Context: an optimization exercise on an open-source flow, tuned for small area, a short achievable clock period and few clock cycles per item. The choices shown serve that exercise and are no tape-out recipe. At most, simulation tests tie the RTL to the original design; equivalence was not proved. The RTL of runs 4 and 5 was laid out without a check of its function. Power and IR drop assume default switching activity.

$ cat config.mk
export PLATFORM = sky130hd
export DESIGN_NAME = dmem_wait
export DESIGN_NICKNAME = dmem_wait
export VERILOG_FILES = /design/flow/design.v
export SDC_FILE = /design/flow/constraint.sdc
export NUM_CORES = 4
export LEC_CHECK = 0
export CAP_MARGIN = 20
export CORE_MARGIN = 2
export CORE_UTILIZATION = 65
export CTS_CLUSTER_DIAMETER = 100
export CTS_CLUSTER_SIZE = 22
export SETUP_SLACK_MARGIN = 2.4
export SLEW_MARGIN = 20
export SYNTH_HIERARCHICAL = 1
export SYNTH_MINIMUM_KEEP_SIZE = 0
export TNS_END_PERCENT = 100
$ cat standard.sh
#!/bin/bash
# synth_recipe.tcl (not shown) runs the flow's synth.tcl, then flattens the netlist and writes it again
# the make line also repeats each setting of config.mk as NAME=value (left out here)
make -C /OpenROAD-flow-scripts/flow DESIGN_CONFIG=/design/flow/config.mk WORK_HOME=/design/flow/orfs CLKGATE_MAP_FILE= SYNTH_SCRIPT=/design/flow/synth_recipe.tcl "${@:-finish}"
$ cat design.v
module dmem_wait (
    input  logic        clk,
    input  logic        reset,
    input  logic        req,
    input  logic        we,
    input  logic [1:0]  size,
    input  logic        signed_ld,
    input  logic [31:0] addr,
    input  logic [31:0] wdata,
    output logic [31:0] rdata,
    output logic        ready,
    output logic        err,
    output logic [31:0] io_out
);
    logic [63:0][31:0] r_mem;
    logic [31:0]       r_io_out;
    logic [31:0]       r_cyc;
    logic [31:0]       r_rdata;
    logic              r_ready;
    logic              r_err;
    logic        w_io, w_err, w_err_m, w_byte, w_half, w_word, w_ld, w_st;
    logic [1:0]  a;
    logic [3:0]  w_lane;
    logic [31:0] w_wrep;
    logic [31:0] w_cyc_next;
    always_comb begin
        a      = addr[1:0];
        w_io   = &addr[31:16];
        w_byte = (size == 2'd0);
        w_half = (size == 2'd1);
        w_word = (size == 2'd2);
        w_err_m = (size == 2'd3) | (w_half & a[0]) | (w_word & (a != 2'd0));
        w_err  = w_err_m | (w_io & ~w_word);
        w_ld   = ~we & ~w_err_m;
        w_st   = req & we & ~w_err;
        w_lane[0] = w_word | (w_half & ~a[1]) | (w_byte & (a == 2'd0));
        w_lane[1] = w_word | (w_half & ~a[1]) | (w_byte & (a == 2'd1));
        w_lane[2] = w_word | (w_half &  a[1]) | (w_byte & (a == 2'd2));
        w_lane[3] = w_word | (w_half &  a[1]) | (w_byte & (a == 2'd3));
        w_wrep[7:0]   = wdata[7:0];
        w_wrep[15:8]  = w_byte ? wdata[7:0] : wdata[15:8];
        w_wrep[23:16] = w_word ? wdata[23:16] : wdata[7:0];
        w_wrep[31:24] = w_word ? wdata[31:24] : (w_half ? wdata[15:8] : wdata[7:0]);
        w_cyc_next = r_cyc + 32'd1;
    end
    logic [7:0][3:0]  r_st_hl_n;
    logic [7:0]       r_st_lo_n;
    logic [31:0]      r_st_data;    
    logic [3:0]       w_lane_we;
    logic [63:0][3:0] w_we;
    assign w_lane_we = {4{req & we & ~w_err_m & ~w_io}} & w_lane;
    always_ff @(posedge clk) begin
        for (int h = 0; h < 8; h++) begin
            for (int k = 0; k < 4; k++) r_st_hl_n[h][k] <= ~((addr[7:5] == 3'(h)) & w_lane_we[k]);
        end
        for (int l = 0; l < 8; l++) r_st_lo_n[l] <= ~(addr[4:2] == 3'(l));
        r_st_data <= w_wrep;
    end
    for (genvar i = 0; i < 64; i++) begin : g_we
        for (genvar k = 0; k < 4; k++) begin : g_k
            dmem_wait_nor2 u_n (.a(r_st_hl_n[i/8][k]), .b(r_st_lo_n[i%8]), .y(w_we[i][k]));
        end
    end
    always_ff @(posedge clk) begin
        for (int i = 0; i < 64; i++) begin
            for (int k = 0; k < 4; k++) begin
                if (w_we[i][k]) begin
                    r_mem[i][8*k +: 8] <= r_st_data[8*k +: 8];
                end
            end
        end
    end
    logic [3:0][7:0]  w_lo, w_hi;
    logic [7:0][31:0] w_grp;      
    logic [31:0]      w_rd;
    for (genvar c = 0; c < 4; c++) begin : g_pdec
        dmem_wait_pdec u_plo (.a(addr[4:2]), .y(w_lo[c]));
        dmem_wait_pdec_m u_phi (.a(addr[7:5]), .ahi(addr[31:16]), .y(w_hi[c]));
    end
    for (genvar h = 0; h < 8; h++) begin : g_grp
        for (genvar j = 0; j < 32; j++) begin : g_b
            dmem_wait_ao8 u_g (.sel(w_lo[j/8]),
                               .d({r_mem[8*h+7][j], r_mem[8*h+6][j], r_mem[8*h+5][j], r_mem[8*h+4][j],
                                   r_mem[8*h+3][j], r_mem[8*h+2][j], r_mem[8*h+1][j], r_mem[8*h][j]}),
                               .y(w_grp[h][j]));
        end
    end
    for (genvar j = 0; j < 32; j++) begin : g_rd
        logic [3:0] t;
        for (genvar g = 0; g < 4; g++) begin : g_t
            dmem_wait_aoi22 u_t (.a0(w_hi[j/8][2*g]),   .b0(w_grp[2*g][j]),
                                 .a1(w_hi[j/8][2*g+1]), .b1(w_grp[2*g+1][j]), .y(t[g]));
        end
        dmem_wait_nand4 u_w (.a(t[0]), .b(t[1]), .c(t[2]), .d(t[3]), .y(w_rd[j]));
    end
    logic        w_mld, w_io_o, w_io_c;
    logic [3:0]  w_b;
    logic [1:0]  w_h;
    logic        w_w;
    logic [31:0] w_load;
    always_comb begin
        w_mld  = w_ld;
        w_io_o = ~we & w_word & w_io & (addr[15:0] == 16'h0000);
        w_io_c = ~we & w_word & w_io & (addr[15:0] == 16'h0004);
        w_b[0] = w_mld & (w_word | (w_half & ~a[1]) | (w_byte & (a == 2'd0)));
        w_b[1] = w_mld & w_byte & (a == 2'd1);
        w_b[2] = w_mld & ((w_half & a[1]) | (w_byte & (a == 2'd2)));
        w_b[3] = w_mld & w_byte & (a == 2'd3);
        w_h[0] = w_mld & (w_word | (w_half & ~a[1]));
        w_h[1] = w_mld & w_half & a[1];
        w_w    = w_mld & w_word;
    end
    logic [7:0] w_sbg, w_shg;
    for (genvar h = 0; h < 8; h++) begin : g_sg
        logic [3:0] w_sb;
        logic [1:0] w_sh;
        dmem_wait_sflags u_f (.we(we), .size(size), .a(a), .sext(signed_ld), .sb(w_sb), .sh(w_sh));
        dmem_wait_ao4 u_sb (.a0(w_sb[0]), .b0(w_grp[h][7]),  .a1(w_sb[1]), .b1(w_grp[h][15]),
                            .a2(w_sb[2]), .b2(w_grp[h][23]), .a3(w_sb[3]), .b3(w_grp[h][31]),
                            .y(w_sbg[h]));
        dmem_wait_ao22 u_sh (.a0(w_sh[0]), .b0(w_grp[h][15]), .a1(w_sh[1]), .b1(w_grp[h][31]),
                             .y(w_shg[h]));
    end
    logic [2:0] w_sb_n;
    logic [1:0] w_sh_n;
    for (genvar c = 0; c < 3; c++) begin : g_sbn
        dmem_wait_ao8n u_s (.sel(w_hi[c+1]), .d(w_sbg), .y_n(w_sb_n[c]));
    end
    for (genvar c = 0; c < 2; c++) begin : g_shn
        dmem_wait_ao8n u_s (.sel(w_hi[c+2]), .d(w_shg), .y_n(w_sh_n[c]));
    end
    for (genvar i = 0; i < 8; i++) begin : g_l0
        logic p0, p1, p2;
        dmem_wait_aoi22 u_p0 (.a0(w_b[0]), .b0(w_rd[i]),    .a1(w_b[1]), .b1(w_rd[8+i]),  .y(p0));
        dmem_wait_aoi22 u_p1 (.a0(w_b[2]), .b0(w_rd[16+i]), .a1(w_b[3]), .b1(w_rd[24+i]), .y(p1));
        dmem_wait_aoi22 u_p2 (.a0(w_io_o), .b0(r_io_out[i]), .a1(w_io_c), .b1(w_cyc_next[i]), .y(p2));
        dmem_wait_nand3 u_y (.a(p0), .b(p1), .c(p2), .y(w_load[i]));
    end
    for (genvar i = 8; i < 16; i++) begin : g_l1
        logic p0, p1;
        dmem_wait_aoi22 u_p0 (.a0(w_h[0]), .b0(w_rd[i]), .a1(w_h[1]), .b1(w_rd[16+i]), .y(p0));
        dmem_wait_aoi22 u_p1 (.a0(w_io_o), .b0(r_io_out[i]), .a1(w_io_c), .b1(w_cyc_next[i]), .y(p1));
        dmem_wait_nand3 u_y (.a(p0), .b(p1), .c(w_sb_n[0]), .y(w_load[i]));
    end
    for (genvar i = 16; i < 32; i++) begin : g_l2
        logic p0, p1;
        dmem_wait_aoi22 u_p0 (.a0(w_w), .b0(w_rd[i]), .a1(w_io_o), .b1(r_io_out[i]), .y(p0));
        dmem_wait_nand2 u_p1 (.a(w_io_c), .b(w_cyc_next[i]), .y(p1));
        dmem_wait_nand4 u_y (.a(p0), .b(p1), .c(w_sb_n[i/8-1]), .d(w_sh_n[i/8-2]), .y(w_load[i]));
    end
    always_ff @(posedge clk) begin
        r_rdata <= w_load;
        r_err   <= w_err;
    end
    always_ff @(posedge clk) begin
        if (reset) r_ready <= 1'b0;
        else       r_ready <= req;
    end
    always_ff @(posedge clk) begin
        if (reset) begin
            r_io_out <= '0;
        end else if (w_st & w_io & (addr[15:0] == 16'h0000)) begin
            r_io_out <= wdata;
        end
    end
    always_ff @(posedge clk) begin
        if (reset) r_cyc <= '0;
        else       r_cyc <= w_cyc_next;
    end
    assign rdata  = r_rdata;
    assign ready  = r_ready;
    assign err    = r_err;
    assign io_out = r_io_out;
endmodule
module dmem_wait_pdec (
    input  logic [2:0] a,
    output logic [7:0] y
);
    always_comb begin
        for (int l = 0; l < 8; l++) y[l] = (a == 3'(l));
    end
endmodule
module dmem_wait_pdec_m (
    input  logic [2:0]  a,
    input  logic [15:0] ahi,
    output logic [7:0]  y
);
    always_comb begin
        for (int l = 0; l < 8; l++) y[l] = ~&ahi & (a == 3'(l));
    end
endmodule
module dmem_wait_sflags (
    input  logic       we,
    input  logic [1:0] size,
    input  logic [1:0] a,
    input  logic       sext,
    output logic [3:0] sb,
    output logic [1:0] sh
);
    always_comb begin
        for (int k = 0; k < 4; k++) sb[k] = ~we & sext & (size == 2'd0) & (a == 2'(k));
        sh[0] = ~we & sext & (size == 2'd1) & (a == 2'd0);
        sh[1] = ~we & sext & (size == 2'd1) & (a == 2'd2);
    end
endmodule
module dmem_wait_ao8 (
    input  logic [7:0] sel,
    input  logic [7:0] d,
    output logic       y
);
    logic [3:0] t;
    always_comb begin
        for (int g = 0; g < 4; g++) t[g] = ~((sel[2*g] & d[2*g]) | (sel[2*g+1] & d[2*g+1]));
        y = ~&t;
    end
endmodule
module dmem_wait_ao8n (
    input  logic [7:0] sel,
    input  logic [7:0] d,
    output logic       y_n
);
    logic [3:0] t;
    always_comb begin
        for (int g = 0; g < 4; g++) t[g] = ~((sel[2*g] & d[2*g]) | (sel[2*g+1] & d[2*g+1]));
        y_n = &t;
    end
endmodule
module dmem_wait_ao4 (
    input  logic a0, b0, a1, b1, a2, b2, a3, b3,
    output logic y
);
    logic t0, t1;
    always_comb begin
        t0 = ~((a0 & b0) | (a1 & b1));
        t1 = ~((a2 & b2) | (a3 & b3));
        y  = ~(t0 & t1);
    end
endmodule
module dmem_wait_ao22 (
    input  logic a0, b0, a1, b1,
    output logic y
);
    assign y = (a0 & b0) | (a1 & b1);
endmodule
module dmem_wait_nand2 (
    input  logic a, b,
    output logic y
);
    assign y = ~(a & b);
endmodule
module dmem_wait_nand4 (
    input  logic a, b, c, d,
    output logic y
);
    assign y = ~(a & b & c & d);
endmodule
module dmem_wait_nor2 (
    input  logic a, b,
    output logic y
);
    assign y = ~(a | b);
endmodule
module dmem_wait_aoi22 (
    input  logic a0, b0, a1, b1,
    output logic y
);
    assign y = ~((a0 & b0) | (a1 & b1));
endmodule
module dmem_wait_nand3 (
    input  logic a, b, c,
    output logic y
);
    assign y = ~(a & b & c);
endmodule
$ cat flow/run.sh
#!/bin/bash
# Own flow: the standard layout (standard.sh, with the standard flow's synthesis and the
# settings of config.mk), except that the input and output ports are buffered
# with buf_4 cells instead of the cell buffer_ports picks by default.
set -euo pipefail
export BUFFER_PORTS_ARGS="-buffer_cell sky130_fd_sc_hd__buf_4"
bash standard.sh finish > make_finish.log 2>&1
$ cat constraint.sdc
create_clock -name core_clock -period 5.0 [get_ports {clk}]
set_input_delay 1.0000 -clock core_clock [delete_from_list [all_inputs] [get_ports {clk}]]
set_output_delay 1.0000 -clock core_clock [all_outputs]
set_load 0.01 [all_outputs]
==> impl_metrics.yaml, run 1 <==
global_routing:
  grt_max_degree: 106
  track_usage_pct: 35.5
  grt_pass1_vias: 46709
  grt_pass1_wl_um: 331000
  globalRouteOverflowTotal: 0
  antenna_found_initial: 13
timing:
  timing.fmax_mhz: 382
  worst_slew_pin_slew_ns: 1.20
  drv_slew: 0
  finClkSkew_ns: 0.0237
  hold_viol_final: 0
  max-slew-margin-rel_pct: 20.2
  setup_viol: 0
  tns_ns: 0
  worst_slack_ns: 2.38
  fin_crit_sh_pct: 52.3
  min_period_ns: 2.62
  rsz0062_at_grt: "yes"
logic_synthesis:
  synth.net_count: 4737
  yosysMostFrequentCell: "edfxtp_1"
  synthFlopType: "edfxtp_1"
  ys_seq_area_share_pct: 78.9
  synth_seq_cells: 2218
  ys_async_sr_fraction_pct: 0
  synth_top_area_share_pct: 74.8
  yosysWarnings: 13
  ys_types: 50
  synth.avg_cell_area_um2: 17.6
  synth_common_cells: "edfxtp_1 (2048), a22oi_1 (1060), nand4_1 (329), nor2_1 (305), a22oi_2 (184)"
  netlist_top_cells_area: "edfxtp_1 (75%), a22oi_1 (9.7%), dfxtp_1 (4.1%)"
  yosysTopAreaCell: "edfxtp_1"
  synth_edf_count: 2048
  netlist_area_mm2: 0.0822
  synth_cells: 4665
route:
  finalWirelength_um: 240000
  ant_nets: 0
  via_per_inst: 7.26
  drt_iter0_markers: 8922
  wl_met3_um: 32500
  dr.pass1.iters: 6
  remaining_drc_errors: 0
  vias: 50533
  met1_length_um: 92100
  wl_per_cell_um: 34.5
  wl_met2_um: 107000
  top_layer: "met5"
cells_and_area:
  nets: 5287
  fillers: 7608
  area_delta_synth_final_pct: 12.8
  drive_above_1_share_pct: 19.1
critical_path:
  worstPathCellList: "clkbuf_16 > and3b_1 > a22oi_1 > nand4_1 > a22oi_2 > nand4_1 > a22oi_2 > nand4_1"
  crit_top_cell: "nand4_1"
  startpoint_type: "input port"
  crit_path_end_kind: "flip-flop"
  cp.arrival_ns: 3.26
  slowest_delay_ns: 0.56
  critical_path_class: "input port to flip-flop"
  path_max_fanout: 16
  worstPathRequired_ns: 5.64
  cpMaxStageDelayCell: "and3b_1"
clock_network:
  clk_latency_ns: 0.77
  cts_max_level: 3
  cts_sinks: 2218
  clockBufferDepth: 3
  numCtsBuffers: 110
  path_clk_slew_ns: 0.10
  clockRootBuffer: "clkbuf_16"
  cts_hold_buffers: 0
  cts_tree: "done"
die:
  core-area_mm2: 0.126
  start_util_pct: 65.5
  dieHeight_um: 360
  die_area_mm2: 0.129
  die_w_um: 360
  rows: 130
  pin_count: 137
min_path:
  hold_path.class: "input port to flip-flop"
place:
  place_congestion: 0.915
  hpwlAfterDp_um: 141000
  numPortBuffers: 136
  dp_slack_ns: 0.703
outcome:
  outcome: "no timing/DRC/antenna violations"
run:
  maxCapViolations: 0
pwr:
  powerDensity_mw_per_mm2: 353
  peakVddDrop_mv: 0.392
  p_leak_nw: 28.4
==> path summary, 6_finish.rpt <==
check                start      endpoint  slack, ns  depth (start not counted)
hold reg to reg   r_cyc[0]      r_cyc[0]       0.51                          1
setup / recovery   addr[2]   r_rdata[18]       2.38                          8
setup reg to reg  r_cyc[5]     r_cyc[31]       2.69                          4
hold / removal    wdata[1]  r_st_data[1]       0.45                          1
==> cells by family after synthesis <==
| group | after synthesis | share of synthesized area (%) |
|---|---|---|
| flops | 2218 | 78.9 |
| simple gates | 1045 | 7.11 |
| mux | 56 | 0.718 |
| compound gates | 1289 | 12.8 |
| fa+ha+maj | 1 | 0.0152 |
| xor+xnor | 20 | 0.213 |
| buf+inv | 36 | 0.198 |
==> layout make-up <==
class                      instances  area (um^2)  area share (%)
inverter                          11         41.3          0.0445
multi-input combinational       2425        18300            19.7
sequential                      2218        65000            70.0
antenna                            3         7.51         0.00809
clock buffer                     200         3130            3.38
clock inverter                     4         78.8          0.0850
timing repair buffer             449         4230            4.56
tap                             1650         2060            2.22
==> state kept, by name, summed over array words and instances, names as in the netlist <==
register and count:
r_cyc 32, r_err 1, r_io_out 32, r_mem 2048, r_rdata 32, r_ready 1, r_st_data 32, r_st_hl_n 32
r_st_lo_n 8
==> per-module statistics from Yosys, one instance, submodules excluded, excerpt <==
module | flops+latches | cells | area, um^2 | times used
dmem_wait_sflags | 0 | 12 | 71.3 | 8
dmem_wait_ao22 | 0 | 1 | 8.76 | 8
dmem_wait_ao8n | 0 | 5 | 38.8 | 5
dmem_wait_pdec | 0 | 8 | 65.1 | 4
dmem_wait_ao4 | 0 | 3 | 18.8 | 8
dmem_wait | 2218 | 2624 | 67500 | 1
dmem_wait_ao8 | 0 | 5 | 36.3 | 256
dmem_wait_pdec_m | 0 | 14 | 121 | 4
==> critical path: cells and delay by family <==
family	cells	cell delay, ns
compound gates	3	0.88
buf+inv	1	0.20
simple gates	4	1.16
==> per-layer routing <==
metal / vias to the layer above / global-route usage [%]
met5: - / 0
met1: 25572 / 54.2
met4: 12 / 11.0
met3: 443 / 7.44
met2: 3557 / 52.2
li1: 20949 / -
==> where the power goes <==
group          leakage [nW]  internal, mW  switching, mW  total (mW)
sequential             19.9          20.4         0.0915        20.5
combinational          6.96         0.685           1.63        2.31
clock                  1.52          4.31           5.57        9.88
==> stage by stage <==
| step | hold slack [ns] | area [um^2] | utilization, % | total power [mW] | cells |
|---|---|---|---|---|---|
| global route | 0.447 | 92800 | 73.9 | 33.4 | 6957 |
| CTS | 0.420 | 91600 | 73.0 | 32.6 | 6894 |
| detailed placement | 0.476 | 87200 | 69.4 | 22.9 | 6583 |
| finish | 0.454 | 92800 | 73.9 | 32.7 | 6960 |
| floorplan | 0.437 | 82500 | - | 21.8 | 4665 |
| global placement | 0.464 | 87200 | 69.4 | 22.9 | 6583 |
==> cell usage in the layout, fill, tap and decap left out, types with 6 or more instances in the layout <==
cell          n
edfxtp_1   2048
a22oi_1     984
buf_4       366
nand4_1     329
nor2_1      303
a22oi_2     260
dfxtp_1     128
clkbuf_16   121
nand2_1      88
clkbuf_1     88
nand2b_1     83
dfxtp_2      40
buf_12       39
mux2i_1      32
nor4_1       27
buf_6        27
mux2_2       24
nand3_1      23
nor2b_1      21
a21oi_1      16
nor3_1       15
nor4b_2      13
and3b_4      13
xnor2_1      12
nor3b_4      12
inv_1        11
or3_1        11
and4_1        8
xor2_1        8
o22ai_1       8
nor3_4        8
and3b_1       8
or2_4         8
nand4bb_1     8
a22o_1        8
o21ai_0       7
nor3b_2       7
nor4_4        6
nand3_2       6
==> timing repair <==
| action | in CTS | in global routing |
|---|---|---|
| resized for setup | 60 | 110 |
| setup endpoints to repair | 65 | 66 |
| cloned | 10 | 20 |
| pin swaps | 59 | 65 |
| setup buffers | 97 | 43 |
Testbench counts, summed over its fixed seeds: cycles 24,000, items 12,000.
==> run 2: changes to the inputs <==
--- a/config.mk
+++ b/config.mk
@@ -11,5 +11,5 @@
 export CTS_CLUSTER_DIAMETER = 100
 export CTS_CLUSTER_SIZE = 22
-export SETUP_SLACK_MARGIN = 2.4
+export SETUP_SLACK_MARGIN = 2.5
 export SLEW_MARGIN = 20
 export SYNTH_HIERARCHICAL = 1
==> impl_metrics.yaml, run 2 <==
cells_and_area:
  nets: 5288
  most-common-layout-cells: "edfxtp_1 (2048), a22oi_1 (966), buf_4 (336)"
  drive_above_1_share_pct: 19.6
  area_delta_synth_final_pct: 13.4
  largest_register_ffs: 2048
  fin_area_mm2: 0.0932
  final_common_cell: "edfxtp_1"
  fillers: 7522
  top_register: "r_mem"
logic_synthesis:
  synth.avg_cell_area_um2: 17.6
  synth_compound_area_share_pct: 12.8
  yosysMostFrequentCell: "edfxtp_1"
  synth_top_area_share_pct: 74.8
  synth_seq_cells: 2218
  synth_cells: 4665
  netlist_area_mm2: 0.0822
  synth_fa_ha_area_share_pct: 0.0152
  muxShareOfSynthArea_pct: 0.718
  synthFlopType: "edfxtp_1"
  yosys.area_share.simple_pct: 7.11
  synth_common_cells: "edfxtp_1 (2048), a22oi_1 (1060), nand4_1 (329), nor2_1 (305), a22oi_2 (184)"
  netlist_top_cells_area: "edfxtp_1 (75%), a22oi_1 (9.7%), dfxtp_1 (4.1%)"
  ys_types: 50
  synthXorXnorAreaFrac_pct: 0.213
  yosysTopAreaCell: "edfxtp_1"
  synth_edf_count: 2048
  ys_async_sr_fraction_pct: 0
  yosysWarnings: 13
  synth_top_family_by_area: "compound AO/OA/AOI/OAI gates"
  synth.net_count: 4737
  ys_seq_area_share_pct: 78.9
clock_network:
  numCtsBuffers: 110
  cts_max_level: 3
  cts_tree: "done"
  path_clk_slew_ns: 0.10
  clockRootBuffer: "clkbuf_16"
  cts_sinks: 2218
  clk_latency_ns: 0.76
  cts_hold_buffers: 0
  clockBufferDepth: 3
critical_path:
  cp.arrival_ns: 3.32
  rr_startpoint: "r_cyc[5]"
  rrSetupSlack_ns: 2.68
  r2r_cells: 4
  startpoint_type: "input port"
  crit_path_end_kind: "flip-flop"
  worstPathRequired_ns: 5.69
  path_max_fanout: 16
  critical_path_class: "input port to flip-flop"
  reg2reg_to: "r_cyc[31]"
global_routing:
  grt_pass1_wl_um: 343000
  track_usage_pct: 37.0
  globalRouteOverflowTotal: 0
  antenna_found_initial: 12
  grt_max_degree: 106
  grt_pass1_vias: 47538
route:
  finalWirelength_um: 242000
  dr.pass1.iters: 8
  vias: 50703
  via_per_inst: 7.28
  wl_per_cell_um: 34.8
  remaining_drc_errors: 0
  drt_iter0_markers: 8555
  ant_nets: 0
place:
  place_congestion: 0.915
  dpl_cell_area_mm2: 0.0872
  numPortBuffers: 136
  hpwlAfterDp_um: 141000
die:
  die_w_um: 360
  start_util_pct: 65.5
  rows: 130
  die_area_mm2: 0.129
  pin_count: 137
  dieHeight_um: 360
  core-area_mm2: 0.126
min_path:
  hp-start: "wdata[1]"
  hold_path.class: "input port to flip-flop"
  hold_depth: 1
  hold_end: "r_st_data[1]"
timing:
  hold_viol_final: 0
  setup_viol: 0
  rsz0062_at_grt: "yes"
  fin_crit_sh_pct: 52.6
  drv_slew: 0
  worst_slew_pin_slew_ns: 1.12
  finClkSkew_ns: 0.0313
  tns_ns: 0
  max-slew-margin-rel_pct: 25.1
  min_period_ns: 2.63
  timing.fmax_mhz: 380
run:
  maxCapViolations: 0
pwr:
  powerDensity_mw_per_mm2: 351
  peakVddDrop_mv: 0.394
  p_leak_nw: 28.5
outcome:
  outcome: "no timing/DRC/antenna violations"
[run 2: modules after synthesis, one instance, submodules excluded]
module	cell area [um^2]	flops+latches	copies in the design	cells inside
dmem_wait_sflags	71.3	0	8	12
dmem_wait_pdec_m	121	0	4	14
dmem_wait_nand4	6.26	0	48	1
dmem_wait_ao8n	38.8	0	5	5
dmem_wait_ao4	18.8	0	8	3
dmem_wait_nand3	5.00	0	16	1
dmem_wait_aoi22	12.5	0	184	1
dmem_wait_nand2	3.75	0	16	1
dmem_wait_pdec	65.1	0	4	8
dmem_wait_ao22	8.76	0	8	1
dmem_wait_ao8	36.3	0	256	5
dmem_wait	67500	2218	1	2624
dmem_wait_nor2	3.75	0	256	1
[run 2: cell families (layout without fill, tap and decap cells)]
family / Yosys count / after routing
xor+xnor: 20 / 20
compound gates: 1289 / 1289
buf+inv: 36 / 663
simple gates: 1045 / 1061
fa+ha+maj: 1 / 1
flops: 2218 / 2218
mux: 56 / 56
other cells: 0 / 5
[run 2: how the worst max path moves through the flow]
stage                     cells after the start  slack [ns]     endpoint     from
after CTS                                    13        2.47  r_rdata[13]  addr[4]
after global routing                         12        2.35   r_rdata[9]  addr[4]
after detailed placement                      9        0.70  r_rdata[11]  addr[3]
after global placement                       10        0.74  r_rdata[27]  addr[3]
final                                        13        2.37  r_rdata[13]  addr[4]
after floorplan                               8        1.63  r_rdata[16]  addr[3]
[run 2: power by group]
part / total (mW) / leakage, nW / switching [mW] / internal (mW)
clock network: 9.87 / 1.52 / 5.56 / 4.31
logic: 2.36 / 7.10 / 1.64 / 0.717
registers: 20.5 / 19.9 / 0.0923 / 20.4
[run 2: per-stage QoR]
step           std cells  power (mW)  hold WS [ns]  setup WS, ns  utilization, %
6_report            6963        32.8         0.466          2.37            74.3
4_1_cts             6947        32.7         0.420          2.47            73.9
2_1_floorplan       4665        21.8         0.437          1.63               -
3_3_place_gp        6583        22.9         0.464         0.743            69.4
3_5_place_dp        6583        22.9         0.476         0.703            69.4
5_1_grt             6959        33.5         0.443          2.35            74.2
[run 2: routing by layer]
metal  vias up  track usage, %  wire, um
met5         -               0        90
met4        14            12.0      8780
met3       455            8.12     32600
met2      3477            54.5    108000
met1     25782            55.8     92600
li1      20975               -         -
[run 2: area by class of cell]
type | instances | area, um^2 | share of cell area [%]
Multi-Input combinational cell | 2427 | 18400 | 19.7
Timing Repair Buffer | 448 | 4540 | 4.87
Antenna cell | 5 | 12.5 | 0.0134
Sequential cell | 2218 | 65000 | 69.7
Clock buffer | 200 | 3130 | 3.36
Clock inverter | 4 | 78.8 | 0.0845
Tap cell | 1650 | 2060 | 2.21
Inverter | 11 | 41.3 | 0.0443
[run 2: critical path, cell delays in order]
cell and delay, ns:
buf_16 0.12, buf_12 0.15, buf_4 0.14, nor3b_4 0.50, buf_12 0.27, a22oi_1 0.12
nand4_1 0.11, buf_4 0.19, a22oi_1 0.11, nand2_2 0.12, a22oi_2 0.06, and4_4 0.28
nand3_1 0.10
[run 2: repair_timing]
item,CTS,global route
pin swaps,97,62
buffers inserted,129,10
hold endpoints to repair,0,0
cloned,31,1
endpoints found under the setup margin,70,35
gates resized for setup,148,80
==> run 3: changes to the inputs <==
--- a/config.mk
+++ b/config.mk
@@ -10,6 +10,6 @@
 export CORE_UTILIZATION = 65
 export CTS_CLUSTER_DIAMETER = 100
-export CTS_CLUSTER_SIZE = 22
-export SETUP_SLACK_MARGIN = 2.5
+export CTS_CLUSTER_SIZE = 18
+export SETUP_SLACK_MARGIN = 2.4
 export SLEW_MARGIN = 20
 export SYNTH_HIERARCHICAL = 1
==> impl_metrics.yaml, run 3 <==
logic_synthesis:
  synth_edf_count: 2048
  yosysTopAreaCell: "edfxtp_1"
  yosysMostFrequentCell: "edfxtp_1"
  synth.avg_cell_area_um2: 17.6
  synth.net_count: 4737
  synth_cells: 4665
  synthFlopType: "edfxtp_1"
  ys_types: 50
  synth_common_cells: "edfxtp_1 (2048), a22oi_1 (1060), nand4_1 (329), nor2_1 (305), a22oi_2 (184)"
  ys_async_sr_fraction_pct: 0
  synth_top_area_share_pct: 74.8
  synth_seq_cells: 2218
  yosysWarnings: 13
  ys_seq_area_share_pct: 78.9
  netlist_area_mm2: 0.0822
  netlist_top_cells_area: "edfxtp_1 (75%), a22oi_1 (9.7%), dfxtp_1 (4.1%)"
die:
  core-area_mm2: 0.126
  die_w_um: 360
  die_area_mm2: 0.129
  dieHeight_um: 360
  pin_count: 137
  rows: 130
  start_util_pct: 65.5
place:
  place_inst: 6583
  hpwlAfterDp_um: 141000
  numPortBuffers: 136
  place_congestion: 0.915
  dp_slack_ns: 0.703
cells_and_area:
  top_register: "r_mem"
  regArea_mm2: 0.0650
  most-common-layout-cells: "edfxtp_1 (2048), a22oi_1 (1016), buf_4 (349)"
  nets: 5281
  drive_above_1_share_pct: 18.4
  area_delta_synth_final_pct: 13.2
  multiInputGateArea_mm2: 0.0181
  fillers: 7607
  final_common_cell: "edfxtp_1"
  fin_cells: 6967
  largest_register_ffs: 2048
pwr:
  peakVddDrop_mv: 0.457
  power.total_mw: 34.2
  p_leak_nw: 28.6
  powerDensity_mw_per_mm2: 367
route:
  ant_nets: 0
  remaining_drc_errors: 0
  drt_iter0_markers: 8772
  via_per_inst: 7.25
  finalWirelength_um: 238000
  wl_per_cell_um: 34.2
  dr.pass1.iters: 8
  vias: 50495
global_routing:
  grt_pass1_vias: 46782
  track_usage_pct: 35.7
  grt_pass1_wl_um: 332000
  grt_max_degree: 106
  antenna_found_initial: 11
  globalRouteOverflowTotal: 0
timing:
  worst_slack_ns: 2.34
  rsz0062_at_grt: "yes"
  tns_ns: 0
  max-slew-margin-rel_pct: 17.2
  timing.fmax_mhz: 376
  min_period_ns: 2.66
  drv_slew: 0
  finClkSkew_ns: 0.0296
  fin_crit_sh_pct: 53.2
  worst_slew_pin_slew_ns: 1.24
  hold_viol_final: 0
  setup_viol: 0
critical_path:
  worstPathRequired_ns: 5.67
  path_max_fanout: 48
  reg2reg_to: "r_cyc[31]"
  critical_path_class: "input port to flip-flop"
  rr_startpoint: "r_cyc[5]"
  rrSetupSlack_ns: 2.69
  crit_path_end_kind: "flip-flop"
  r2r_cells: 4
  cp.arrival_ns: 3.33
  startpoint_type: "input port"
min_path:
  hold_depth: 1
  hp-start: "wdata[1]"
  hold_path.class: "input port to flip-flop"
  hold_end: "r_st_data[1]"
clock_network:
  numCtsBuffers: 141
  clk_latency_ns: 0.82
  clockRootBuffer: "clkbuf_16"
  cts_hold_buffers: 0
  clockBufferDepth: 3
  cts_tree: "done"
  cts_sinks: 2218
  path_clk_slew_ns: 0.08
  cts_max_level: 4
run:
  maxCapViolations: 0
outcome:
  outcome: "no timing/DRC/antenna violations"
run 3: worst max path at each step:
stage | startpoint | end | slack, ns | cells past startpoint
floorplan | addr[3] | r_rdata[16] | 1.63 | 8
global placement | addr[3] | r_rdata[27] | 0.74 | 10
detailed placement | addr[3] | r_rdata[11] | 0.70 | 9
CTS | addr[2] | r_rdata[20] | 2.37 | 11
global route | addr[4] | r_rdata[17] | 2.33 | 11
finish | addr[3] | r_rdata[22] | 2.34 | 10
run 3: metal layers:
layer	GRT usage (%)	part of all wire, %	up-vias
li1	-	-	20975
met1	53.9	39	25613
met2	52.0	45	3440
met3	8.23	13	449
met4	11.9	3.5	18
met5	0	0.046	-
run 3: worst max-delay path, stage by stage:
cell	delay, ns
bufbuf_16	0.31
nor3b_4	0.19
buf_12	0.17
a22oi_2	0.26
nand4_1	0.25
a22oi_2	0.23
nand2_1	0.15
a22oi_1	0.22
and4_4	0.32
nand4_1	0.12
run 3: final cells by class:
| cell class | count | area share, % |
|---|---|---|
| Antenna cell | 2 | 0.00538 |
| Clock buffer | 242 | 4.33 |
| Clock inverter | 7 | 0.0900 |
| Inverter | 11 | 0.0443 |
| Multi-Input combinational cell | 2425 | 19.4 |
| Sequential cell | 2218 | 69.8 |
| Tap cell | 1650 | 2.22 |
| Timing Repair Buffer | 412 | 4.10 |
run 3: logic make-up after synthesis:
kind of cell	share of synthesized area [%]
DFF	78.9
AOI/OAI and AO/OA	12.8
and+or+nand+nor	7.11
muxes	0.718
buffers and inverters	0.198
xor gates and xnor gates	0.213
adders and majority gates	0.0152
run 3: per-stage QoR:
step	hold slack, ns	utilization (%)	instance area [um^2]
6_report	0.416	74.1	93100
4_1_cts	0.359	73.5	92300
2_1_floorplan	0.437	-	82500
3_5_place_dp	0.476	69.4	87200
3_3_place_gp	0.464	69.4	87200
5_1_grt	0.386	74.1	93100
run 3: per-module statistics from Yosys, one instance, submodules excluded:
module            copies in the design  cells inside  cell area (um^2)
dmem_wait                            1          2624             67500
dmem_wait_ao22                       8             1              8.76
dmem_wait_ao4                        8             3              18.8
dmem_wait_ao8                      256             5              36.3
dmem_wait_ao8n                       5             5              38.8
dmem_wait_aoi22                    184             1              12.5
dmem_wait_nand2                     16             1              3.75
dmem_wait_nand3                     16             1              5.00
dmem_wait_nand4                     48             1              6.26
dmem_wait_nor2                     256             1              3.75
dmem_wait_pdec                       4             8              65.1
dmem_wait_pdec_m                     4            14               121
dmem_wait_sflags                     8            12              71.3
run 3: timing repair:
action,4_1_cts,5_1_grt
endpoints found under the setup margin,60,37
gates cloned,9,15
setup buffers,78,31
gates resized for setup,49,62
pin swaps,59,30
run 3: report_power, final:
part           internal [mW]  total [mW]  switching [mW]
Sequential              20.4        20.5          0.0917
Clock                   5.52        11.4            5.85
Combinational          0.653        2.26            1.60
==> run 4: changes to the inputs <==
--- a/design.v
+++ b/design.v
@@ -71,14 +71,17 @@
         end
     end
-    logic [3:0][7:0]  w_lo, w_hi;
+    logic [7:0][7:0]  w_lo;
+    logic [3:0][7:0]  w_hi;
     logic [7:0][31:0] w_grp;      
     logic [31:0]      w_rd;
-    for (genvar c = 0; c < 4; c++) begin : g_pdec
+    for (genvar c = 0; c < 8; c++) begin : g_pdec
         dmem_wait_pdec u_plo (.a(addr[4:2]), .y(w_lo[c]));
+    end
+    for (genvar c = 0; c < 4; c++) begin : g_pdec_m
         dmem_wait_pdec_m u_phi (.a(addr[7:5]), .ahi(addr[31:16]), .y(w_hi[c]));
     end
     for (genvar h = 0; h < 8; h++) begin : g_grp
         for (genvar j = 0; j < 32; j++) begin : g_b
-            dmem_wait_ao8 u_g (.sel(w_lo[j/8]),
+            dmem_wait_ao8 u_g (.sel(w_lo[j/4]),
                                .d({r_mem[8*h+7][j], r_mem[8*h+6][j], r_mem[8*h+5][j], r_mem[8*h+4][j],
                                    r_mem[8*h+3][j], r_mem[8*h+2][j], r_mem[8*h+1][j], r_mem[8*h][j]}),
--- a/config.mk
+++ b/config.mk
@@ -10,5 +10,5 @@
 export CORE_UTILIZATION = 65
 export CTS_CLUSTER_DIAMETER = 100
-export CTS_CLUSTER_SIZE = 18
+export CTS_CLUSTER_SIZE = 22
 export SETUP_SLACK_MARGIN = 2.4
 export SLEW_MARGIN = 20
==> impl_metrics.yaml, run 4 <==
outcome:
  outcome: "no timing/DRC/antenna violations"
route:
  drt_iter0_markers: 8913
  remaining_drc_errors: 0
  dr.pass1.iters: 6
  via_per_inst: 7.36
  ant_nets: 0
  vias: 51586
  finalWirelength_um: 255000
  wl_per_cell_um: 36.3
cells_and_area:
  area_delta_synth_final_pct: 13.1
  fillers: 7742
  nets: 5334
  final_common_cell: "edfxtp_1"
  top_register: "r_mem"
  drive_above_1_share_pct: 19.5
  most-common-layout-cells: "edfxtp_1 (2048), a22oi_1 (1000), buf_4 (367)"
  fin_cells: 7012
  multiInputGateArea_mm2: 0.0189
  fin_area_mm2: 0.0933
  regArea_mm2: 0.0650
  largest_register_ffs: 2048
timing:
  worst_slew_pin_slew_ns: 1.18
  rsz0062_at_grt: "yes"
  setup_viol: 0
  max-slew-margin-rel_pct: 21.3
  min_period_ns: 2.65
  timing.fmax_mhz: 377
  fin_crit_sh_pct: 53.1
  holdWs_ns: 0.477
  tns_ns: 0
  drv_slew: 0
  finClkSkew_ns: 0.0225
  hold_viol_final: 0
place:
  hpwlAfterDp_um: 152000
  numPortBuffers: 136
  place_congestion: 0.957
  place_inst: 6602
  dpl_cell_area_mm2: 0.0873
die:
  die_area_mm2: 0.130
  core-area_mm2: 0.126
  die_w_um: 360
  start_util_pct: 65.6
  rows: 130
  pin_count: 137
  dieHeight_um: 360
logic_synthesis:
  ys_seq_area_share_pct: 78.7
  synth.net_count: 4769
  synth_cells: 4697
  netlist_top_cells_area: "edfxtp_1 (75%), a22oi_1 (9.6%), dfxtp_1 (4.1%)"
  synth_top_area_share_pct: 74.6
  netlist_area_mm2: 0.0825
  ys_async_sr_fraction_pct: 0
  synth_seq_cells: 2218
  synth_edf_count: 2048
  yosysMostFrequentCell: "edfxtp_1"
  synthFlopType: "edfxtp_1"
  synth_common_cells: "edfxtp_1 (2048), a22oi_1 (1060), nand4_1 (329), nor2_1 (305), a22oi_2 (184)"
  yosysWarnings: 13
  ys_types: 50
  yosysTopAreaCell: "edfxtp_1"
  synth.avg_cell_area_um2: 17.6
clock_network:
  cts_sinks: 2218
  clk_latency_ns: 0.77
  clockBufferDepth: 3
  numCtsBuffers: 110
  path_clk_slew_ns: 0.10
  cts_tree: "done"
  cts_hold_buffers: 0
  cts_max_level: 3
  clockRootBuffer: "clkbuf_16"
pwr:
  peakVddDrop_mv: 0.420
  powerDensity_mw_per_mm2: 351
  p_leak_nw: 28.6
global_routing:
  grt_max_degree: 73
  antenna_found_initial: 20
  globalRouteOverflowTotal: 0
  grt_pass1_vias: 47619
  track_usage_pct: 37.4
  grt_pass1_wl_um: 345000
critical_path:
  critPathTopFamily: "simple AND/OR/NAND/NOR gates"
  cpMaxStageDelayCell: "a22oi_2"
  path_max_fanout: 32
  slowest_delay_ns: 0.34
  cp_num_buf_inv: 3
  crit_top_cell: "a22oi_2"
  worstPathCellList: "buf_16 > buf_16 > nor3b_4 > buf_6 > a22oi_2 > nand4_1 > a22oi_2 > nand4_1 > a22oi_2 > nand3_1"
  crit_path_end_kind: "flip-flop"
  worstPathRequired_ns: 5.63
  startpoint_type: "input port"
  cp.arrival_ns: 3.28
  critical_path_class: "input port to flip-flop"
min_path:
  hold_path.class: "input port to flip-flop"
run:
  maxCapViolations: 0
==> run 4: cell count changes in the layout (fill, tap and decap cells not counted), sizes merged, moves of 2 or more <==
cell,previous run,this run
and3b,24,49
clkbuf,249,210
buf,404,441
inv,16,14
nor3,28,32
and3,11,18
nor3b,20,33
==> run 4: path summary, 6_finish.rpt <==
path	startpoint	endpoint	slack (ns)	depth (start not counted)
min reg2reg	r_cyc[0]	r_cyc[0]	0.50	1
min	wdata[5]	r_st_data[5]	0.48	1
max	addr[2]	r_rdata[2]	2.35	10
max reg2reg	r_cyc[5]	r_cyc[31]	2.59	4
==> run 4: metrics by stage <==
step	util, %	power [mW]	worst slack [ns]
finish	74.2	32.8	2.35
global route	74.2	33.5	2.35
CTS	73.0	32.6	2.38
detailed placement	69.4	22.9	0.466
global placement	69.4	22.9	0.556
floorplan	-	21.8	1.72
==> run 4: per-module statistics from Yosys (local to each module, per instance), a selection <==
module            copies in the design  area, um^2  flops+latches  cells inside
dmem_wait                            1       67500           2218          2624
dmem_wait_nor2                     256        3.75              0             1
dmem_wait_ao4                        8        18.8              0             3
dmem_wait_sflags                     8        71.3              0            12
dmem_wait_nand3                     16        5.00              0             1
dmem_wait_pdec                       8        65.1              0             8
dmem_wait_nand2                     16        3.75              0             1
dmem_wait_pdec_m                     4         121              0            14
dmem_wait_ao8                      256        36.3              0             5
==> run 4: layout make-up <==
type / count / area share [%]
diodes: 3 / 0.00805
clock buffers: 204 / 3.37
clock inverters: 5 / 0.0778
inverters: 11 / 0.0443
multi-input cells: 2474 / 20.2
flip-flops and latches: 2218 / 69.7
well taps: 1650 / 2.21
repair buffers: 447 / 4.37
==> run 4: routing by layer <==
layer	wire length (um)	global-route usage (%)
met2	112000	54.2
met1	94500	54.9
met4	10700	13.2
met5	128	0
met3	37800	10.9
==> run 4: cell families after synthesis <==
family	count (synthesis)	share of synthesized area, %
flip-flops	2218	78.7
AO/OA/AOI/OAI	1289	12.8
AND/OR/NAND/NOR	1077	7.40
multiplexers	56	0.716
buffers and inverters	36	0.197
XOR/XNOR	20	0.212
adder cells (fa/ha/maj)	1	0.0152
==> run 4: power breakdown <==
| part | leakage [nW] | internal (mW) | switching, mW |
|---|---|---|---|
| sequential | 19.9 | 20.4 | 0.274 |
| clock | 1.52 | 4.32 | 5.57 |
| combinational | 7.16 | 0.695 | 1.50 |
| total | 28.6 | 25.4 | 7.34 |
==> run 4: repair_timing <==
action,CTS,global route
resized for setup,88,140
setup endpoints to repair,62,51
gates cloned,10,29
endpoints found under the hold margin,0,0
pin swaps,69,67
buffers inserted,98,60
==> run 5: changes to the inputs <==
--- a/design.v
+++ b/design.v
@@ -15,4 +15,5 @@
     logic [63:0][31:0] r_mem;
     logic [31:0]       r_io_out;
+    logic [31:0]       r_io_rd_n;   
     logic [31:0]       r_cyc;
     logic [31:0]       r_rdata;
@@ -137,5 +138,5 @@
         dmem_wait_aoi22 u_p0 (.a0(w_b[0]), .b0(w_rd[i]),    .a1(w_b[1]), .b1(w_rd[8+i]),  .y(p0));
         dmem_wait_aoi22 u_p1 (.a0(w_b[2]), .b0(w_rd[16+i]), .a1(w_b[3]), .b1(w_rd[24+i]), .y(p1));
-        dmem_wait_aoi22 u_p2 (.a0(w_io_o), .b0(r_io_out[i]), .a1(w_io_c), .b1(w_cyc_next[i]), .y(p2));
+        dmem_wait_aoi22 u_p2 (.a0(w_io_o), .b0(~r_io_rd_n[i]), .a1(w_io_c), .b1(w_cyc_next[i]), .y(p2));
         dmem_wait_nand3 u_y (.a(p0), .b(p1), .c(p2), .y(w_load[i]));
     end
@@ -143,10 +144,10 @@
         logic p0, p1;
         dmem_wait_aoi22 u_p0 (.a0(w_h[0]), .b0(w_rd[i]), .a1(w_h[1]), .b1(w_rd[16+i]), .y(p0));
-        dmem_wait_aoi22 u_p1 (.a0(w_io_o), .b0(r_io_out[i]), .a1(w_io_c), .b1(w_cyc_next[i]), .y(p1));
+        dmem_wait_aoi22 u_p1 (.a0(w_io_o), .b0(~r_io_rd_n[i]), .a1(w_io_c), .b1(w_cyc_next[i]), .y(p1));
         dmem_wait_nand3 u_y (.a(p0), .b(p1), .c(w_sb_n[0]), .y(w_load[i]));
     end
     for (genvar i = 16; i < 32; i++) begin : g_l2
         logic p0, p1;
-        dmem_wait_aoi22 u_p0 (.a0(w_w), .b0(w_rd[i]), .a1(w_io_o), .b1(r_io_out[i]), .y(p0));
+        dmem_wait_aoi22 u_p0 (.a0(w_w), .b0(w_rd[i]), .a1(w_io_o), .b1(~r_io_rd_n[i]), .y(p0));
         dmem_wait_nand2 u_p1 (.a(w_io_c), .b(w_cyc_next[i]), .y(p1));
         dmem_wait_nand4 u_y (.a(p0), .b(p1), .c(w_sb_n[i/8-1]), .d(w_sh_n[i/8-2]), .y(w_load[i]));
@@ -162,7 +163,9 @@
     always_ff @(posedge clk) begin
         if (reset) begin
-            r_io_out <= '0;
+            r_io_out  <= '0;
+            r_io_rd_n <= '1;
         end else if (w_st & w_io & (addr[15:0] == 16'h0000)) begin
-            r_io_out <= wdata;
+            r_io_out  <= wdata;
+            r_io_rd_n <= ~wdata;
         end
     end
==> impl_metrics.yaml, run 5 <==
pwr:
  clkPwrFrac_pct: 30.1
  seqPwrFrac_pct: 63.1
  powerDensity_mw_per_mm2: 351
  power.total_mw: 33.1
  peakVddDrop_mv: 0.359
  switching_power_mw: 7.41
  p_leak_nw: 29.2
  combPwrFrac_pct: 6.8
  switching_share_pct: 22.4
  p_int_mw: 25.7
clock_network:
  cts_max_level: 3
  numCtsBuffers: 112
  path_clk_slew_ns: 0.10
  cts_sinks: 2250
  clockBufferDepth: 3
  cts_hold_buffers: 0
  clockRootBuffer: "clkbuf_16"
  cts_tree: "done"
  clk_latency_ns: 0.77
logic_synthesis:
  netlist_area_mm2: 0.0837
  ys_types: 51
  synth_common_cells: "edfxtp_1 (2048), a22oi_1 (1060), nand4_1 (360), nor2_1 (308), dfxtp_1 (202)"
  synth.avg_cell_area_um2: 17.3
  synth_seq_cells: 2250
  ys_async_sr_fraction_pct: 0
  yosysMostFrequentCell: "edfxtp_1"
  synth_cells: 4842
  netlist_top_cells_area: "edfxtp_1 (74%), a22oi_1 (9.5%), dfxtp_1 (4.8%)"
  yosysTopAreaCell: "edfxtp_1"
  synthFlopType: "edfxtp_1"
  synth_edf_count: 2048
  yosysWarnings: 13
  ys_seq_area_share_pct: 78.3
  synth.net_count: 4914
  synth_top_area_share_pct: 73.5
critical_path:
  path_depth: 11
  reg2reg_to: "r_cyc[31]"
  crit_path_end_kind: "flip-flop"
  critPathTopFamily: "simple AND/OR/NAND/NOR gates"
  critical_path_class: "input port to flip-flop"
  startpoint_type: "input port"
  crit_top_cell: "a22oi_1"
  worstPathRequired_ns: 5.64
  rrSetupSlack_ns: 2.59
  cp.arrival_ns: 3.37
  rr_startpoint: "r_cyc[5]"
  path_max_fanout: 23
  r2r_cells: 5
  slowest_delay_ns: 0.33
  cp_num_buf_inv: 3
  worstPathCellList: "buf_16 > buf_12 > and3_4 > a22oi_1 > nand4_1 > buf_4 > a22oi_1 > nand2_1 > a22oi_1 > and4_4 > nand4_1"
  cpMaxStageDelayCell: "and4_4"
route:
  vias: 52674
  finalWirelength_um: 254000
  ant_nets: 0
  dr.pass1.iters: 6
  remaining_drc_errors: 0
  wl_per_cell_um: 35.5
  via_per_inst: 7.37
  drt_iter0_markers: 9256
global_routing:
  grt_max_degree: 77
  busiest_layer: "met1"
  met3_usage_pct: 10.5
  globalRouteOverflowTotal: 0
  grt_pass1_vias: 48458
  track_usage_pct: 37.5
  met1_usage_pct: 55.5
  grt_pass1_wl_um: 350000
  antenna_found_initial: 18
  use_met2_pct: 53.7
cells_and_area:
  utilization_pct: 73.8
  final_common_cell: "edfxtp_1"
  largest_register_ffs: 2048
  drive_above_1_share_pct: 18.8
  area_delta_synth_final_pct: 12.6
  most-common-layout-cells: "edfxtp_1 (2048), a22oi_1 (1007), buf_4 (375)"
  nets: 5456
  fin_area_mm2: 0.0942
  top_register: "r_mem"
  fin_cells: 7143
timing:
  min_period_ns: 2.73
  timing.fmax_mhz: 366
  hold_viol_final: 0
  max-slew-margin-rel_pct: 21.7
  rsz0062_at_grt: "yes"
  fin_crit_sh_pct: 54.7
  drv_slew: 0
  worst_slew_pin_slew_ns: 1.17
  setup_viol: 0
  holdWs_ns: 0.481
  finClkSkew_ns: 0.0285
  worst_slack_ns: 2.27
  tns_ns: 0
place:
  dp_slack_ns: 0.537
  hpwlAfterDp_um: 154000
  dpl_cell_area_mm2: 0.0886
  numPortBuffers: 136
  place_inst: 6767
  place_congestion: 0.981
min_path:
  hold_depth: 1
  hold_path.class: "input port to flip-flop"
  hp-start: "wdata[5]"
  hold_end: "r_st_data[5]"
die:
  rows: 131
  dieHeight_um: 363
  start_util_pct: 65.5
  pin_count: 137
  core-area_mm2: 0.128
  die_area_mm2: 0.132
  die_w_um: 363
outcome:
  outcome: "no timing/DRC/antenna violations"
run:
  maxCapViolations: 0
==> run 5: Yosys stat by module, one instance, submodules excluded, a selection <==
module,area [um^2],cells inside,flip-flops and latches
dmem_wait_ao22,8.76,1,0
dmem_wait_pdec_m,121,14,0
dmem_wait_nand4,6.26,1,0
dmem_wait,68700,2769,2250
dmem_wait_aoi22,12.5,1,0
dmem_wait_nand3,5.00,1,0
dmem_wait_nor2,3.75,1,0
dmem_wait_ao8n,38.8,5,0
dmem_wait_ao4,18.8,3,0
dmem_wait_ao8,36.3,5,0
==> run 5: worst register-to-register path, cell delays in order, from the launching register on <==
cell	delay [ns]
dfxtp_1	0.41
and4_1	0.37
nand4_1	0.14
buf_4	0.22
nor4b_1	0.77
mux2_2	0.41
==> run 5: cell families (layout without fill, tap and decap cells) <==
group	after synthesis	after routing	share of synthesized area, %
compound gates	1351	1351	13.1
xor+xnor	24	24	0.251
fa+ha+maj	1	1	0.0150
buf+inv	86	697	0.419
flops	2250	2250	78.3
mux	28	28	0.377
other cells	0	2	0
simple gates	1102	1128	7.47
==> run 5: final cells by class <==
cell class                      instances  area [um^2]
Antenna cell                            2         5.00
Clock buffer                          205         3170
Clock inverter                          4         57.6
Timing Repair Buffer                  445         4000
Inverter                               43          161
Tap cell                             1662         2080
Multi-Input combinational cell       2532        19100
Fill cell                            7882        33500
Sequential cell                      2250        65600
==> run 5: timing repair <==
action                                  4_1_cts  5_1_grt
pin swaps                                    74       41
setup buffers                                80       48
cloned                                       18       18
endpoints found under the setup margin       90       90
gates resized for setup                      90      102
==> run 5: worst max-delay path by stage <==
| stage | endpoint | startpoint |
|---|---|---|
| after floorplan | r_rdata[0] | addr[0] |
| after global placement | r_rdata[8] | addr[2] |
| after detailed placement | r_rdata[30] | addr[2] |
| after CTS | r_rdata[1] | addr[4] |
| after global routing | r_rdata[30] | addr[2] |
| final | r_rdata[27] | addr[2] |
==> run 5: power groups by stage <==
stage / registers, mW / clock network [mW] / logic (mW)
final: 20.9 / 9.96 / 2.24
after floorplan: 21.3 / 0 / 0.770
after CTS: 20.9 / 9.99 / 2.09
after global routing: 20.9 / 10.6 / 2.30
after global placement: 21.3 / 0 / 1.89
after detailed placement: 21.3 / 0 / 1.92
==> run 5: layer usage <==
layer	part of all wire (%)	up-vias
li1	-	21611
met1	38	26545
met2	43	3944
met3	15	548
met4	4.1	26
met5	0.20	-

[afterwards: timing with drivers on the ports]
In the flow no input, the clock included, has a driving cell. The finished layouts below were timed again as built, in two steps.
Step 1, drivers: a clkbuf_16 drives clk and a buf_2 each remaining input, both assumed.
Step 2 adds t to the input delays and takes it off the output delays; t is the mean of the earliest and latest rising clock arrival at the registers after step 1. Input paths then give back, and output paths get back, about the clock's delay inside the block.
Three values: ideal ports, drivers, drivers and shift; two values: the first two.
run | t, ns | setup WS [ns] | worst setup path after step 2 | clock arrival spread, ns | slew at the worst register clock pin (ns)
run 1 | 0.837 | 2.385 / 2.169 / 1.332 | input to register | 0.028 / 0.028 | 0.10 / 0.10
run 2 | 0.831 | 2.368 / 2.164 / 1.334 | input to register | 0.035 / 0.035 | 0.10 / 0.10
run 3 | 0.885 | 2.342 / 2.167 / 1.282 | input to register | 0.038 / 0.038 | 0.09 / 0.09
run 4 | 0.837 | 2.346 / 2.048 / 1.210 | input to register | 0.026 / 0.027 | 0.10 / 0.10
run 5 | 0.838 | 2.265 / 1.995 / 1.157 | input to register | 0.036 / 0.036 | 0.10 / 0.10
After both steps every run listed still meets setup and hold. The setup slack of run 4, which loses most, moves by -0.298 ns with the drivers and by -1.136 ns with both steps.
